Background: an optimization exercise with open tools, aiming at small area. Do not read the settings as production practice.
Power is estimated from default activity; no workload was simulated.

Setup of rev 12:
// moving_average_deviation_detector_unit
module moving_average_deviation_detector_unit (
  input  logic                               clk_i,
  input  logic                               rst_ni,
  input  logic                               cfg_we_i,
  input  logic [madd_pkg::CfgIdxW-1:0]       cfg_idx_i,
  input  logic [madd_pkg::CfgDataW-1:0]      cfg_wdata_i,
  input  logic                               s_axis_tvalid,
  output logic                               s_axis_tready,
  input  logic [madd_pkg::SmpW-1:0]          s_axis_tdata,   
  output logic                               m_axis_tvalid,
  input  logic                               m_axis_tready,
  output logic [madd_pkg::OutTdataW-1:0]     m_axis_tdata    
);
Size: ~0.013 mm^2 of cells after synthesis.
==> module moving_average_deviation_detector_unit, before the edit <==
module moving_average_deviation_detector_unit (
  input  logic                               clk_i,
  input  logic                               rst_ni,
  input  logic                               cfg_we_i,
  input  logic [madd_pkg::CfgIdxW-1:0]       cfg_idx_i,
  input  logic [madd_pkg::CfgDataW-1:0]      cfg_wdata_i,
  input  logic                               s_axis_tvalid,
  output logic                               s_axis_tready,
  input  logic [madd_pkg::SmpW-1:0]          s_axis_tdata,   
  output logic                               m_axis_tvalid,
  input  logic                               m_axis_tready,
  output logic [madd_pkg::OutTdataW-1:0]     m_axis_tdata    
);
  localparam int WinLen = madd_pkg::WinLen;
  localparam int SumW   = madd_pkg::SumW;
  localparam int SmpW   = madd_pkg::SmpW;
  localparam int HoldW  = madd_pkg::HoldW;
  logic [madd_pkg::ThrW-1:0] thr_q;
  logic [HoldW-1:0]          hold_len_q;
  always_ff @(posedge clk_i or negedge rst_ni) begin
    if (!rst_ni) begin
      thr_q      <= madd_pkg::ThrRst;
      hold_len_q <= madd_pkg::HoldRst;
    end else if (cfg_we_i) begin
      if (cfg_idx_i == madd_pkg::CfgHoldoff) begin
        hold_len_q <= cfg_wdata_i[HoldW-1:0];
      end else begin
        thr_q <= cfg_wdata_i[madd_pkg::ThrW-1:0];
      end
    end
  end
  logic ovld_q;
  logic accept;
  assign s_axis_tready = !ovld_q || m_axis_tready;
  assign accept        = s_axis_tvalid && s_axis_tready;
  logic [SmpW-1:0] win [WinLen];
  assign win[0] = s_axis_tdata;
  for (genvar k = 0; k < WinLen - 1; k++) begin : g_cell
    madd_cell u_cell (
      .clk_i (clk_i),
      .en_i  (accept),
      .d_i   (win[k]),
      .q_o   (win[k+1])
    );
  end
  logic            fill_q;
  logic [SumW-1:0] sum_q, sum_all, smp_ext, out_ext;
  assign smp_ext = {{(SumW-SmpW){s_axis_tdata[SmpW-1]}}, s_axis_tdata};
  assign out_ext = fill_q ? {{(SumW-SmpW){win[WinLen-1][SmpW-1]}}, win[WinLen-1]} : '0;
  assign sum_all = sum_q + smp_ext;
  always_ff @(posedge clk_i or negedge rst_ni) begin
    if (!rst_ni) begin
      sum_q <= '0;
    end else if (accept) begin
      sum_q <= sum_all - out_ext;
    end
  end
  logic hit_pos, hit_neg;
  madd_eval u_eval (
    .smp_i     (s_axis_tdata),
    .sum_i     (sum_q),
    .thr_i     (thr_q),
    .hit_pos_o (hit_pos),
    .hit_neg_o (hit_neg)
  );
  logic [HoldW-1:0] hold_q;
  madd_pkg::evt_e   evt_q;
  always_ff @(posedge clk_i or negedge rst_ni) begin
    if (!rst_ni) begin
      hold_q <= HoldW'(WinLen - 1);
      fill_q <= 1'b0;
      ovld_q <= 1'b0;
    end else begin
      if (accept) begin
        if (hold_q != '0) begin
          hold_q <= hold_q - 1'b1;
        end else if (hit_pos || hit_neg) begin
          hold_q <= hold_len_q;
        end
        if (hold_q == HoldW'(1)) begin
          fill_q <= 1'b1;
        end
      end
      ovld_q <= accept || (ovld_q && !m_axis_tready);
    end
  end
  always_ff @(posedge clk_i) begin
    if (accept) begin
      if (hold_q != '0) begin
        evt_q <= madd_pkg::EvtNone;
      end else if (hit_pos) begin
        evt_q <= madd_pkg::EvtBump;
      end else if (hit_neg) begin
        evt_q <= madd_pkg::EvtPothole;
      end else begin
        evt_q <= madd_pkg::EvtNone;
      end
    end
  end
  assign m_axis_tvalid = ovld_q;
  assign m_axis_tdata  = madd_pkg::OutTdataW'(evt_q);
endmodule
Settings: LEC_CHECK=0, CAP_MARGIN=20, CORE_MARGIN=2, CORE_UTILIZATION=60, CTS_BUF_LIST=sky130_fd_sc_hd__clkbuf_8, CTS_CLUSTER_SIZE=30, GPL_TIMING_DRIVEN=0, SLEW_MARGIN=20; clock period 4.5 ns.
run.sh (not shown) runs the stock make flow with config.mk's settings and CLKGATE_MAP_FILE= SYNTH_SCRIPT=/design/flow/synth_recipe.tcl, a recipe that flattens the netlist after the stock synthesis.
Rev 12: flow complete, layout not clean; failing: setup timing
Inputs modified between rev 12 and rev 13:
-- flow/design.v --
<<< rev 12, line 106
  end
  logic            fill_q;
  logic [SumW-1:0] sum_q, sum_all, smp_ext, out_ext;
  assign smp_ext = {{(SumW-SmpW){s_axis_tdata[SmpW-1]}}, s_axis_tdata};
  assign out_ext = fill_q ? {{(SumW-SmpW){win[WinLen-1][SmpW-1]}}, win[WinLen-1]} : '0;
  assign sum_all = sum_q + smp_ext;
  always_ff @(posedge clk_i or negedge rst_ni) begin
    if (!rst_ni) begin
      sum_q <= '0;
    end else if (accept) begin
      sum_q <= sum_all - out_ext;
    end
  end
>>> rev 13, line 106
  end
  logic            fill_q;
  logic [SumW-1:0] sum_q, smp_ext, out_ext;
  logic [SmpW-1:0] smp_in, smp_out;
  assign smp_in  = accept ? s_axis_tdata : '0;
  assign smp_out = (accept && fill_q) ? win[WinLen-1] : '0;
  assign smp_ext = {{(SumW-SmpW){smp_in[SmpW-1]}}, smp_in};
  assign out_ext = {{(SumW-SmpW){smp_out[SmpW-1]}}, smp_out};
  always_ff @(posedge clk_i or negedge rst_ni) begin
    if (!rst_ni) begin
      sum_q <= '0;
    end else begin
      sum_q <= sum_q + smp_ext - out_ext;
    end
  end
<<< rev 12, line 125
    .hit_neg_o (hit_neg)
  );
  logic [HoldW-1:0] hold_q;
  madd_pkg::evt_e   evt_q;
  always_ff @(posedge clk_i or negedge rst_ni) begin
    if (!rst_ni) begin
      hold_q <= HoldW'(WinLen - 1);
      fill_q <= 1'b0;
      ovld_q <= 1'b0;
    end else begin
      if (accept) begin
        if (hold_q != '0) begin
          hold_q <= hold_q - 1'b1;
        end else if (hit_pos || hit_neg) begin
          hold_q <= hold_len_q;
        end
        if (hold_q == HoldW'(1)) begin
          fill_q <= 1'b1;
        end
>>> rev 13, line 127
    .hit_neg_o (hit_neg)
  );
  logic [HoldW-1:0] hold_q, hold_cur;
  logic             hold_dirty_q, evt_pos_q, evt_neg_q, blank;
  assign hold_cur = (hold_dirty_q && (evt_pos_q || evt_neg_q)) ? hold_len_q : hold_q;
  assign blank    = hold_cur != '0;
  always_ff @(posedge clk_i or negedge rst_ni) begin
    if (!rst_ni) begin
      hold_q       <= HoldW'(WinLen - 1);
      hold_dirty_q <= 1'b0;
      fill_q       <= 1'b0;
      ovld_q       <= 1'b0;
    end else begin
      hold_q       <= hold_cur;
      hold_dirty_q <= accept;
      if (accept) begin
        if (blank) begin
          hold_q <= hold_cur - 1'b1;
        end
        if (hold_cur == HoldW'(1)) begin
          fill_q <= 1'b1;
        end
<<< rev 12, line 148
  always_ff @(posedge clk_i) begin
    if (accept) begin
      if (hold_q != '0) begin
        evt_q <= madd_pkg::EvtNone;
      end else if (hit_pos) begin
        evt_q <= madd_pkg::EvtBump;
      end else if (hit_neg) begin
        evt_q <= madd_pkg::EvtPothole;
      end else begin
        evt_q <= madd_pkg::EvtNone;
      end
    end
  end
  assign m_axis_tvalid = ovld_q;
  assign m_axis_tdata  = madd_pkg::OutTdataW'(evt_q);
endmodule
>>> rev 13, line 153
  always_ff @(posedge clk_i) begin
    if (accept) begin
      evt_pos_q <= hit_pos && !blank;
      evt_neg_q <= hit_neg && !blank;
    end
  end
  assign m_axis_tvalid = ovld_q;
  assign m_axis_tdata  = madd_pkg::OutTdataW'({evt_neg_q, evt_pos_q});
endmodule
Results
- Rev 13 ends up with a worst setup slack that is 0.089 ns lower than in rev 12.
- Sequential share of layout area, rev 12 and rev 13: lower on rev 12
- Looking at combinational share of power, rev 13 sits 3.7 points lower than rev 12 does.
- Diff rev 12 -> rev 13: power shows a reduction of 0.00062 W; sequential logic power shows no meaningful change; met1 wire length shows a reduction of 5.2%.
- Rev 13 completed end to end; final checks failed (setup timing).
No functional check of the RTL was part of any run of this note.

-- separate check: timing with driven ports --
How much do the figures lean on ideal ports? The routed layouts below were timed once more, with nothing changed but the port constraints.
Step 1: set_driving_cell puts a clkbuf_16 on clk_i and a buf_2 on each other input, an assumption about the parent block.
Step 2 moves the port delays by t, midway between the first and last clock arrival at a register: inputs arrive t later, outputs are due t later. That takes back most of the time a late clock gives input paths.
Slacks: ideal ports / drivers / drivers and shift; pairs: ideal ports / drivers.
| run | t, ns | setup WS [ns] | hold WS [ns] | worst data-port slew with drivers (ns) |
|---|---|---|---|---|
| rev 12 | 0.581 | -0.230 / -0.267 / -0.848 | 0.267 / 0.260 / 0.411 | 0.07 |
| rev 13 | 0.600 | -0.319 / -0.318 / -0.918 | 0.406 / 0.394 / 0.408 | 0.06 |
The setup slack of rev 12, which loses most, moves by -0.037 ns with the drivers and by -0.618 ns with both steps.
